This design comes from an exercise in tuning for small area on the open sky130 flow, not from production work.
Only simulation tests tie the RTL to the original design; equivalence was not proved.
No activity file was given, so power comes from the tool's default toggle rates.

==> flow/design.v <==
package alu_pkg;
  localparam int DATA_W   = 32;
  localparam int REG_AW   = 5;
  localparam int NUM_REGS = 1 << REG_AW;
  typedef enum logic [2:0] {
    ALU_ADD = 3'd0,
    ALU_SUB = 3'd1,
    ALU_AND = 3'd2,
    ALU_OR  = 3'd3,
    ALU_SLT = 3'd4
  } alu_sel_e;
  typedef enum logic {
    ST_EMPTY = 1'b0,
    ST_FULL  = 1'b1
  } issue_state_e;
  function automatic logic [NUM_REGS-1:0] addr_mask(input logic [REG_AW-1:0] a);
    addr_mask    = '0;
    addr_mask[a] = 1'b1;
  endfunction
endpackage
module alu_hold
(
  input  logic w,
  input  logic nw,
  input  logic d,
  input  logic q,
  output logic y
);
  assign y = (w & d) | (nw & q);
endmodule
module alu_rd3
(
  input  logic [2:0] s,
  input  logic [2:0] d,
  output logic       y
);
  assign y = ~((s[0] & d[0]) | (s[1] & d[1]) | (s[2] & d[2]));
endmodule
module alu_rd1
(
  input  logic s,
  input  logic d,
  output logic y
);
  assign y = ~(s & d);
endmodule
module alu_rdor
(
  input  logic [10:0] yn,
  output logic        y
);
  assign y = ~&yn;
endmodule
import alu_pkg::*;
module alu_operand_stage
(
  input  logic              clk,
  input  logic              rst,
  input  logic              in_valid,
  output logic              in_ready,
  input  logic [2:0]        in_sel,
  input  logic [REG_AW-1:0] in_rs,
  input  logic [REG_AW-1:0] in_rt,
  input  logic [REG_AW-1:0] in_rd,
  output logic              out_valid,
  input  logic              out_ready,
  output logic [DATA_W-1:0] out_a,
  output logic [DATA_W-1:0] out_b,
  output logic [2:0]        out_sel,
  output logic [REG_AW-1:0] out_rd,
  input  logic              wb_en,
  input  logic [REG_AW-1:0] wb_addr,
  input  logic [DATA_W-1:0] wb_data,
  output logic [15:0]       stall_cnt
);
  localparam int OUT_W = 2 * DATA_W + 3 + REG_AW;
  logic [NUM_REGS-1:1][DATA_W-1:0] mem, mem_d;
  logic [NUM_REGS-1:1] valid, pending;
  logic [NUM_REGS-1:1] wsel, nwsel, sel_a, sel_b, dec_rs, dec_rt, dec_rd, dec_wb;
  logic [DATA_W-1:0]   rd_a, rd_b;
  logic [OUT_W-1:0]    out_q, out_d, out_n;
  logic                hazard, slot_free, accept, nacc;
  always_comb begin
    for (int i = 1; i < NUM_REGS; i++) begin
      dec_rs[i] = (in_rs   == REG_AW'(i));
      dec_rt[i] = (in_rt   == REG_AW'(i));
      dec_rd[i] = (in_rd   == REG_AW'(i));
      dec_wb[i] = (wb_addr == REG_AW'(i));
    end
  end
  assign wsel  = dec_wb & {(NUM_REGS-1){wb_en}};
  assign nwsel = ~wsel;
  for (genvar i = 1; i < NUM_REGS; i++) begin : g_reg
    for (genvar j = 0; j < DATA_W; j++) begin : g_bit
      alu_hold u_hold (.w(wsel[i]), .nw(nwsel[i]), .d(wb_data[j]), .q(mem[i][j]),
                       .y(mem_d[i][j]));
    end
  end
  always_ff @(posedge clk) mem <= mem_d;
  always_ff @(posedge clk) begin
    if (rst) valid <= '0;
    else     valid <= valid | wsel;
  end
  assign sel_a = dec_rs & valid;
  assign sel_b = dec_rt & valid;
  for (genvar j = 0; j < DATA_W; j++) begin : g_rd
    logic [10:0] pa, pb;
    for (genvar k = 0; k < 10; k++) begin : g_grp
      alu_rd3 u_a (.s(sel_a[3*k+3:3*k+1]),
                   .d({mem[3*k+3][j], mem[3*k+2][j], mem[3*k+1][j]}), .y(pa[k]));
      alu_rd3 u_b (.s(sel_b[3*k+3:3*k+1]),
                   .d({mem[3*k+3][j], mem[3*k+2][j], mem[3*k+1][j]}), .y(pb[k]));
    end
    alu_rd1  u_a31 (.s(sel_a[31]), .d(mem[31][j]), .y(pa[10]));
    alu_rd1  u_b31 (.s(sel_b[31]), .d(mem[31][j]), .y(pb[10]));
    alu_rdor u_ora (.yn(pa), .y(rd_a[j]));
    alu_rdor u_orb (.yn(pb), .y(rd_b[j]));
  end
  assign hazard    = |(dec_rs & pending) | |(dec_rt & pending) |
                     (|(dec_rd & pending) & ~(wb_en && wb_addr == in_rd));
  assign slot_free = ~out_valid | out_ready;
  assign in_ready  = slot_free & ~hazard & ~rst;
  assign accept    = in_valid & in_ready;
  assign nacc      = ~accept;
  always_ff @(posedge clk) begin
    if (rst) begin
      out_valid <= 1'b0;
      pending   <= '0;
      stall_cnt <= '0;
    end else begin
      out_valid <= accept | (out_valid & ~out_ready);
      pending <= (pending & ~wsel) | (dec_rd & {(NUM_REGS-1){accept}});
      if (in_valid && slot_free && hazard && stall_cnt != 16'hFFFF)
        stall_cnt <= stall_cnt + 16'd1;
    end
  end
  assign out_n = {rd_a, rd_b, in_sel, in_rd};
  for (genvar j = 0; j < OUT_W; j++) begin : g_out
    alu_hold u_hold (.w(accept), .nw(nacc), .d(out_n[j]), .q(out_q[j]), .y(out_d[j]));
  end
  always_ff @(posedge clk) out_q <= out_d;
  assign {out_a, out_b, out_sel, out_rd} = out_q;
endmodule
Settings: LEC_CHECK=0, CAP_MARGIN=20, CORE_MARGIN=2, CORE_UTILIZATION=55, PLACE_DENSITY=0.7, SLEW_MARGIN=20, SYNTH_HIERARCHICAL=1, SYNTH_MINIMUM_KEEP_SIZE=0; clock period 5.5 ns.
standard.sh (not shown) runs the stock make flow with config.mk's settings and CLKGATE_MAP_FILE= SYNTH_SCRIPT=/design/flow/synth_recipe.tcl, a recipe that flattens the netlist after the stock synthesis.
==> flow/flow/run.sh <==
#!/bin/bash
set -e
export CTS_ARGS="-sink_clustering_enable -repair_clock_nets -dont_use_dummy_load -sink_clustering_size 12 -sink_clustering_max_diameter 120 -buf_list {sky130_fd_sc_hd__clkbuf_8}"
export BUFFER_PORTS_ARGS="-inputs -outputs -buffer_cell sky130_fd_sc_hd__buf_2"
bash standard.sh > standard.log 2>&1
The starting point finished with timing, DRC and antenna clean.
Edit:
--- a/flow/design.v
+++ b/flow/design.v
@@ -116,8 +116,10 @@
     alu_rdor u_ora (.yn(pa), .y(rd_a[j]));
     alu_rdor u_orb (.yn(pb), .y(rd_b[j]));
   end
-  assign hazard    = |(dec_rs & pending) | |(dec_rt & pending) |
-                     (|(dec_rd & pending) & ~(wb_en && wb_addr == in_rd));
+  logic [NUM_REGS-1:0] pend_all;
+  assign pend_all  = {pending, 1'b0};
+  assign hazard    = pend_all[in_rs] | pend_all[in_rt] |
+                     (pend_all[in_rd] & ~(wb_en && wb_addr == in_rd));
   assign slot_free = ~out_valid | out_ready;
   assign in_ready  = slot_free & ~hazard & ~rst;
   assign accept    = in_valid & in_ready;
=>
- The changed run passed the timing, DRC and antenna checks
- core utilization shrinks by 0.33 points
- first-iteration DRC count shrinks by a few percent
- clock-buffer cell count stays the same
- power is about the same
- synthesized cell count shrinks by a few percent
- global-route usage falls by 1.7 points
- clock power stays flat
- critical path depth is unchanged
- synthesized area drops slightly
- non-clock buffer count went down by 7
- setup slack gets better by 120 ps

[port drivers added, routing unchanged]
Ports are ideal in the flow. The routed layouts listed here were re-timed in OpenROAD. Step 1 sets driving cells, clkbuf_16 on the clock port and buf_2 on the other inputs (assumed; they add their load-dependent delay and slew). Step 2 times the ports against the registers' clock, not the clock port: input delays grow and output delays shrink by t, the midpoint of the rising clock arrivals with the driver on. Slacks: ideal / step 1 / step 2; pairs: ideal / step 1.
run | shift t [ns] | setup WS [ns] | hold WS [ns] | worst register clock-pin slew, ns
the first run | 0.826 | 1.001 / 0.980 / 0.595 | 0.468 / 0.468 / 0.468 | 0.10 / 0.10
the second run | 0.823 | 1.123 / 1.099 / 1.010 | 0.468 / 0.468 / 0.468 | 0.09 / 0.09
After both steps every run listed still meets setup and hold. For the first run, which loses most, drivers alone change the setup slack by -0.021 ns; drivers and shift together by -0.406 ns.
